What follows belongs to an exercise in optimizing a design on an open flow for small area and a short achievable clock period; a production flow would make more cautious choices. Only simulation tests tie the RTL to the original design; equivalence was not proved. Power figures rest on the tool's default switching activity, not on a simulated workload.

File: design/flow/design.v
`timescale 1ns/1ps
module mips_core
(
    input  logic                    clk,
    input  logic                    reset_i,
    input  logic [32-1:0]   inst_data_i,
    input  logic                    inst_ok_i,
    output logic                    inst_en_o,
    output logic [32-1:0]   inst_addr_o,
    output logic [32-1:0]   wb_pc_o,
    output logic [3:0]              wb_rf_wen_o,
    output logic [5-1:0] wb_rf_wnum_o,
    output logic [32-1:0]   wb_rf_wdata_o
);
    localparam logic [29:0] RESET_WPC = 30'(32'hBFC0_0000 >> 2);
    logic [29:0] f_pc_q;         
    assign inst_en_o   = ~reset_i;
    assign inst_addr_o = {f_pc_q, 2'b00};
    always_ff @(posedge clk) begin
        if (reset_i)        f_pc_q <= RESET_WPC;
        else if (inst_ok_i) f_pc_q <= f_pc_q + 30'd1;
    end
    logic        d_valid_q;
    logic [31:0] d_ins_q;
    always_ff @(posedge clk) begin
        d_valid_q <= inst_ok_i & ~reset_i;
        d_ins_q   <= inst_data_i;
    end
    logic [5:0]  op, fn;
    logic [4:0]  rs, rt, rd, shamt;
    logic [15:0] imm;
    assign op    = d_ins_q[31:26];
    assign rs    = d_ins_q[25:21];
    assign rt    = d_ins_q[20:16];
    assign rd    = d_ins_q[15:11];
    assign shamt = d_ins_q[10:6];
    assign fn    = d_ins_q[5:0];
    assign imm   = d_ins_q[15:0];
    logic       known;
    logic       c_ifm;    
    logic       c_sext;   
    logic       c_inv;    
    logic       c_ar;     
    logic       c_lt;     
    logic       c_ltu;    
    logic       c_lg;     
    logic [1:0] c_lop;    
    logic       c_sh;     
    logic       c_shl;    
    logic       c_sra;    
    logic       c_lui;    
    always_comb begin
        known  = 1'b0;
        c_ifm  = (op != 6'h00);
        c_sext = 1'b0;
        c_inv  = 1'b0;
        c_ar   = 1'b0;
        c_lt   = 1'b0;
        c_ltu  = 1'b0;
        c_lg   = 1'b0;
        c_lop  = 2'd0;
        c_sh   = 1'b0;
        c_shl  = 1'b0;
        c_sra  = 1'b0;
        c_lui  = 1'b0;
        if (op == 6'h00) begin
            case (fn)
                6'h00: begin known = 1'b1; c_sh = 1'b1; c_shl = 1'b1; end
                6'h02: begin known = 1'b1; c_sh = 1'b1; end
                6'h03: begin known = 1'b1; c_sh = 1'b1; c_sra = 1'b1; end
                6'h21: begin known = 1'b1; c_ar = 1'b1; end
                6'h23: begin known = 1'b1; c_ar = 1'b1; c_inv = 1'b1; end
                6'h24: begin known = 1'b1; c_lg = 1'b1; c_lop = 2'd0; end
                6'h25: begin known = 1'b1; c_lg = 1'b1; c_lop = 2'd1; end
                6'h26: begin known = 1'b1; c_lg = 1'b1; c_lop = 2'd2; end
                6'h27: begin known = 1'b1; c_lg = 1'b1; c_lop = 2'd3; end
                6'h2A: begin known = 1'b1; c_lt = 1'b1; c_inv = 1'b1; end
                6'h2B: begin known = 1'b1; c_lt = 1'b1; c_ltu = 1'b1; c_inv = 1'b1; end
                default: ;
            endcase
        end else begin
            case (op)
                6'h09: begin known = 1'b1; c_ar = 1'b1; c_sext = 1'b1; end
                6'h0A: begin known = 1'b1; c_lt = 1'b1; c_inv = 1'b1; c_sext = 1'b1; end
                6'h0B: begin known = 1'b1; c_lt = 1'b1; c_ltu = 1'b1; c_inv = 1'b1; c_sext = 1'b1; end
                6'h0C: begin known = 1'b1; c_lg = 1'b1; c_lop = 2'd0; end
                6'h0D: begin known = 1'b1; c_lg = 1'b1; c_lop = 2'd1; end
                6'h0E: begin known = 1'b1; c_lg = 1'b1; c_lop = 2'd2; end
                6'h0F: begin known = 1'b1; c_sh = 1'b1; c_shl = 1'b1; c_lui = 1'b1; end
                default: ;
            endcase
        end
    end
    logic [4:0] dest;
    assign dest = c_ifm ? rt : rd;
    logic [31:0] ex_res;         
    logic        e_wen_q;
    logic [4:0]  e_dest_q;
    logic [31:0] rf_wdata;
    logic [31:0] rf_q [1:31];
    logic [31:0] rf_rs, rf_rt;
    assign rf_wdata = reset_i ? 32'd0 : ex_res;
    for (genvar r = 1; r < 32; r++) begin : g_rf
        logic wr;
        assign wr = reset_i | (e_wen_q & (e_dest_q == 5'(r)));
        always_ff @(posedge clk) begin
            if (wr) rf_q[r] <= rf_wdata;
        end
    end
    always_comb begin
        rf_rs = 32'd0;
        rf_rt = 32'd0;
        for (int r = 1; r < 32; r++) begin
            rf_rs = rf_rs | (rf_q[r] & {32{rs == 5'(r)}});
            rf_rt = rf_rt | (rf_q[r] & {32{rt == 5'(r)}});
        end
    end
    logic        fwd_s, fwd_t;
    logic [31:0] rs_val, rt_val;
    logic [4:0]  rot_amt;
    logic [31:0] imm_ext;
    logic [31:0] a_next, b_next;
    assign fwd_s  = e_wen_q & (e_dest_q == rs);
    assign fwd_t  = e_wen_q & (e_dest_q == rt);
    assign rs_val = fwd_s ? ex_res : rf_rs;
    assign rt_val = fwd_t ? ex_res : rf_rt;
    assign rot_amt = c_lui ? 5'd16 : c_shl ? (5'd0 - shamt) : shamt;
    assign imm_ext = {c_sext ? {16{imm[15]}} : 16'h0000, imm};
    assign a_next  = {rs_val[31:5], c_sh ? rot_amt : rs_val[4:0]};
    assign b_next  = (c_ifm ? imm_ext : rt_val) ^ {32{c_inv}};
    logic        e_valid_q;
    logic [31:0] e_a_q, e_b_q;
    logic        e_inv_q, e_ar_q, e_lt_q, e_ltu_q, e_lg_q, e_sh_q, e_shl_q, e_sra_q;
    logic [1:0]  e_lop_q;
    always_ff @(posedge clk) begin
        if (reset_i) begin
            e_valid_q <= 1'b0;
            e_wen_q   <= 1'b0;
        end else begin
            e_valid_q <= d_valid_q;
            e_wen_q   <= d_valid_q & known & (dest != 5'd0);
        end
        e_dest_q <= dest;
        e_a_q    <= a_next;
        e_b_q    <= b_next;
        e_inv_q  <= c_inv;
        e_ar_q   <= c_ar;
        e_lt_q   <= c_lt;
        e_ltu_q  <= c_ltu;
        e_lg_q   <= c_lg;
        e_lop_q  <= c_lop;
        e_sh_q   <= c_sh;
        e_shl_q  <= c_shl;
        e_sra_q  <= c_sra;
    end
    logic [32:0] sum;
    logic        lt_s, lt_u, lt;
    logic [31:0] lgv;
    logic [31:0] rot, shv;
    logic [31:0] fill_hi;        
    logic [4:0]  ra;
    assign sum  = {1'b0, e_a_q} + {1'b0, e_b_q} + {32'd0, e_inv_q};
    assign lt_s = (e_a_q[31] == e_b_q[31]) ? e_a_q[31] : sum[31];
    assign lt_u = ~sum[32];
    assign lt   = e_ltu_q ? lt_u : lt_s;
    always_comb begin
        case (e_lop_q)
            2'd0: lgv = e_a_q & e_b_q;
            2'd1: lgv = e_a_q | e_b_q;
            2'd2: lgv = e_a_q ^ e_b_q;
            default: lgv = ~(e_a_q | e_b_q);
        endcase
    end
    assign ra = e_a_q[4:0];
    always_comb begin
        rot = e_b_q;
        if (ra[0]) rot = {rot[0],    rot[31:1]};
        if (ra[1]) rot = {rot[1:0],  rot[31:2]};
        if (ra[2]) rot = {rot[3:0],  rot[31:4]};
        if (ra[3]) rot = {rot[7:0],  rot[31:8]};
        if (ra[4]) rot = {rot[15:0], rot[31:16]};
        for (int i = 0; i < 32; i++) begin
            fill_hi[i] = ({27'd0, ra} > 32'(31 - i));
        end
        for (int i = 0; i < 32; i++) begin
            if (e_shl_q) shv[i] = (!fill_hi[i] && ra != 5'd0) ? 1'b0 : rot[i];
            else         shv[i] = fill_hi[i] ? (e_sra_q & e_b_q[31]) : rot[i];
        end
    end
    assign ex_res = ({32{e_ar_q}} & sum[31:0])
                  | ({32{e_lg_q}} & lgv)
                  | ({32{e_sh_q}} & shv)
                  | {31'd0, e_lt_q & lt};
    logic        t_wen_q;
    logic [4:0]  t_dest_q;
    logic [31:0] t_data_q;
    logic [29:0] t_pc_q;         
    always_ff @(posedge clk) begin
        if (reset_i) begin
            t_wen_q <= 1'b0;
            t_pc_q  <= RESET_WPC - 30'd1;
        end else begin
            t_wen_q <= e_wen_q;
            if (e_valid_q) t_pc_q <= t_pc_q + 30'd1;
        end
        t_dest_q <= e_dest_q;
        t_data_q <= ex_res;
    end
    assign wb_pc_o       = {t_pc_q, 2'b00};
    assign wb_rf_wen_o   = {4{t_wen_q}};
    assign wb_rf_wnum_o  = t_dest_q;
    assign wb_rf_wdata_o = t_data_q;
endmodule
File: design/flow/run.sh
#!/bin/bash
# synth_recipe.tcl (not shown) runs the flow's synth.tcl, then flattens the netlist and writes it again
# the make line also repeats each setting of config.mk as NAME=value (left out here)
make -C /OpenROAD-flow-scripts/flow DESIGN_CONFIG=/design/flow/config.mk WORK_HOME=/design/flow/orfs CLKGATE_MAP_FILE= SYNTH_SCRIPT=/design/flow/synth_recipe.tcl finish
File: design/flow/config.mk
export PLATFORM = sky130hd
export DESIGN_NAME = mips_core
export DESIGN_NICKNAME = mips_core
export VERILOG_FILES = /design/flow/design.v
export SDC_FILE = /design/flow/constraint.sdc
export NUM_CORES = 4
export LEC_CHECK = 0
export CAP_MARGIN = 20
export CORE_MARGIN = 2
export CORE_UTILIZATION = 45
export PLACE_DENSITY = 0.6
export SLEW_MARGIN = 20
File: design/flow/constraint.sdc
create_clock -name core_clock -period 5.0 [get_ports {clk}]
set_input_delay 1.0000 -clock core_clock [delete_from_list [all_inputs] [get_ports {clk}]]
set_output_delay 1.0000 -clock core_clock [all_outputs]
set_load 0.01 [all_outputs]
==> flow_summary_export.csv <==
group,metric,value,unit
run_status,status,"complete, no violations",
critical_path,rrSetupSlack,320,ps
finish,stdcell_count,6570,
power,p_sw,6.54,mW
detailed_routing,drtAntennaViolNets,0,
placed_design,dp_hpwl,173000,um
die,die_h,355,um
detailed_routing,via_per_inst,7.50,
timing,holdWs,476,ps
finish,final_area,65200,um2
clocking,holdBufCountCts,0,
logic_synthesis,synth_ff_type,"edfxtp_1",
placed_design,routabilityCongestion,0.999,
die,die_x,355,um
clocking,cts_buffer_depth,3,
detailed_routing,drt_iter0_markers,11200,
critical_path,crit_chain,"inv_1, ha_1, a211oi_1, nor2_1, nand4bb_1, a31oi_1, o21ba_2, nor2b_1, o211ai_1, nor2_1, a31oi_1",
placed_design,port_buffers,136,
clocking,clockRootBuffer,"clkbuf_16",
power,p_seq_share,48.4,%
finish,syn2layout_area_growth,17.3,%
timing,finClkSkew,46.5,ps
timing,setup_tns,0,ps
clocking,clkTransAtPathRegs,60,ps
flow_run,maxCapViolCount,0,
logic_synthesis,synthArstFlopShare,0,%
power,p_int,17.6,mW
power,p_per_area,370,nW/um2
grt,top_usage_layer,"met2",
placed_design,placed_cell_area,60900,um2
die,die_area,126000,um2
timing,finalSetupViolCount,0,
power,vdd_drop_max,0.000344,V
critical_path,reg2reg_from,"e_b_q[7]",
grt,grt.total_usage,43.4,%
critical_path,r2r-end,"e_a_q[20]",
logic_synthesis,syn_area_per_cell,12.0,um2
clocking,post_cts_buffers,0,
timing,max_slew_margin,11.9,%
power,power,24.1,mW
logic_synthesis,syn_inst,4617,
critical_path,cp_data_required_time,5560,ps
critical_path,crit_path_top_delay_cell,"a31oi_1",
finish,final_layout_size_suffix_gt1_share,13.3,%
critical_path,worst_ep_arrival_time,5240,ps
power,combPwrFrac,11.7,%
die,ios,141,
clocking,clock_sinks,1204,
power,p_sw_share,27.1,%
logic_synthesis,yosys_warnings,2,
worst_hold_path,worstHoldPathCells,2,
logic_synthesis,synth-seq-cells,1204,
die,core-area,122000,um2
grt,grt.overflow.total,0,
timing,tightestPinTransition,1310,ps
worst_hold_path,holdPathEnd,"e_dest_q[1]",
grt,met3_usage,21.3,%
placed_design,post-place-cells,6321,
critical_path,rr_worst_depth,11,
timing,finalCritPeriodShare,93.6,%
logic_synthesis,synth_cell_types,95,
logic_synthesis,yosysSeqAreaShare,61.2,%
timing,finalHoldViolCount,0,
die,start_util,45.5,%
critical_path,startpoint_type,"register",
timing,fin_crit,4680,ps
detailed_routing,wl,281000,um
critical_path,cp-end-kind,"register",
worst_hold_path,hold_class,"reg2reg",
finish,nets,4936,
detailed_routing,drt-pass1-iter-count,13,
detailed_routing,detail_route.wl_per_cell,42.8,um
die,row_count,128,
clocking,htreeDepth,4,
grt,grtUsageMet2,61.6,%
power,clkPwrFrac,39.9,%
clocking,cts-resized-gates,0,
logic_synthesis,synth_edf_count,992,
detailed_routing,route.detailed.drc,0,
power,power_leakage,23.6,nW
timing,rsz0062_at_grt,"no",
critical_path,crit_type,"reg2reg",
grt,grt_pass1_vias,45300,
critical_path,cp_slowest_stage_delay,980,ps
clocking,clkLatencyLatePin,800,ps
grt,grt_pass1_wl,376000,um
detailed_routing,vias,49300,
timing,drv_slew,0,
grt,grt_max_degree,67,
worst_hold_path,holdCritStartpoint,"d_ins_q[12]",
finish,fillers,10300,
critical_path,crit_fanout,6,
timing,fmax,214,MHz
clocking,cts_tree,"yes",
clocking,cts_buffers,131,
grt,globalRouteMet1Util,51.5,%
logic_synthesis,syn_area,55600,um2
grt,antenna_found_initial,23,
-- cells by family (layout without fill, tap and decap cells) --
kind of cell / after synthesis / count (layout) / synth area share, %
adders and majority gates: 69 / 69 / 1.58
DFF: 1204 / 1204 / 61.2
buffers and inverters: 444 / 757 / 3.18
AOI/OAI and AO/OA: 1471 / 1471 / 19.1
and+or+nand+nor: 1213 / 1213 / 10.3
muxes: 109 / 109 / 2.91
xor gates and xnor gates: 106 / 106 / 1.67
other: 1 / 16 / 0.00675
-- area by class of cell --
| type | count | area [um2] | share of cell area (%) |
|---|---|---|---|
| clock inverter | 61 | 567 | 0.870 |
| sequential | 1204 | 34000 | 52.2 |
| antenna | 12 | 30.0 | 0.0461 |
| multi-input combinational | 2972 | 20600 | 31.6 |
| clock buffer | 173 | 3600 | 5.53 |
| inverter | 115 | 435 | 0.668 |
| tap | 1625 | 2030 | 3.12 |
| timing repair buffer | 408 | 3860 | 5.93 |
-- worst max path at each step --
stage,depth (start not counted),to,start
6_report,11,e_a_q[20],e_b_q[7]
5_1_grt,11,rf_q[30][20],e_b_q[0]
4_1_cts,11,rf_q[1][20],e_b_q[0]
3_5_place_dp,11,rf_q[21][20],e_b_q[0]
3_3_place_gp,8,rf_q[9][20],e_a_q[0]
2_1_floorplan,3,rf_q[19][0],e_dest_q[1]
-- state kept, by name (all words and copies together) (netlist names), 2 cells and up --
signal / flops
e_dest_q: 5
t_data_q: 32
f_pc_q: 30
e_b_q: 32
e_lop_q: 2
d_ins_q: 32
rf_q: 992
e_a_q: 32
t_pc_q: 30
t_dest_q: 5
-- through the flow --
stage | utilization, % | worst slack, ps
final | 53.3 | 320
after global routing | 53.3 | 271
after CTS | 53.2 | 582
after detailed placement | 49.8 | 611
after global placement | 49.7 | 690
after floorplan | - | 322
-- synthesized netlist by cell type (42+ instances only) --
library cell	instances	share of area (%)
edfxtp_1	992	54
clkbuf_1	264	1.8
o21ai_0	123	1.1
a22oi_1	868	12
a222oi_1	53	0.95
nand4_1	97	1.1
nor2_1	248	1.7
buf_1	42	0.28
a21oi_1	134	1.2
dfxtp_1	212	7.6
nand3_1	126	1.1
and3_1	46	0.52
inv_1	108	0.73
nor3_1	91	0.82
nand2_1	435	2.9
mux2i_1	42	0.76
xnor2_1	66	1.0
ha_1	67	1.5
-- power by group through the flow --
stage / registers [mW] / logic (mW) / clock network (mW)
floorplan: 11.7 / 1.48 / 0
global placement: 11.8 / 2.65 / 0
detailed placement: 11.8 / 2.65 / 0
CTS: 11.6 / 2.66 / 9.62
global route: 11.7 / 2.86 / 10.0
finish: 11.7 / 2.82 / 9.63
-- cell usage in the layout (no fill, tap or decap), types with 63 or more instances in the layout --
cell type,n
ha_1,67
nand2_1,426
nand3_1,123
a21oi_1,132
nor2_1,185
dfxtp_1,206
xnor2_1,66
nand4_1,97
clkbuf_16,135
a22oi_1,868
clkdlybuf4s50_1,135
edfxtp_1,992
o21ai_0,114
buf_4,238
nor3_1,89
inv_1,108
nor2_4,63
-- critical path: cells and delay by family (launching register included) --
family,cells,cell delay (ps)
buf+inv,1,90
simple gates,4,590
fa+ha+maj,1,360
compound gates,5,2900
flops,1,480
-- layer usage --
layer	wire length, um	share of wire, %
met3	48800	17
met5	446	0.16
met1	91700	33
met2	114000	41
met4	25700	9.1

-- static timing again, ports no longer ideal --
In the flow no input, the clock included, has a driving cell. The finished layout below was timed again as built, in two steps.
Step 1 (the two cells are an assumption about what drives the block):
set clk [get_ports {clk}]
set_driving_cell -lib_cell sky130_fd_sc_hd__clkbuf_16 $clk
set_driving_cell -lib_cell sky130_fd_sc_hd__buf_2 [delete_from_list [all_inputs] $clk]
Step 2 times the ports against the registers' clock, not the clock port: input delays grow and output delays shrink by t, the midpoint of the rising clock arrivals with the driver on.
Slacks: ideal ports / drivers / drivers and shift; pairs: ideal ports / drivers.
shift t [ns]: 0.855
setup WS [ns]: 0.320 / 0.320 / 0.320
worst setup path at the end: register to register
worst slew at a driven data input, ns: 0.07
After both steps this run still meets setup and hold. For this run, drivers alone change the setup slack by 0.000 ns; drivers and shift together by 0.000 ns.
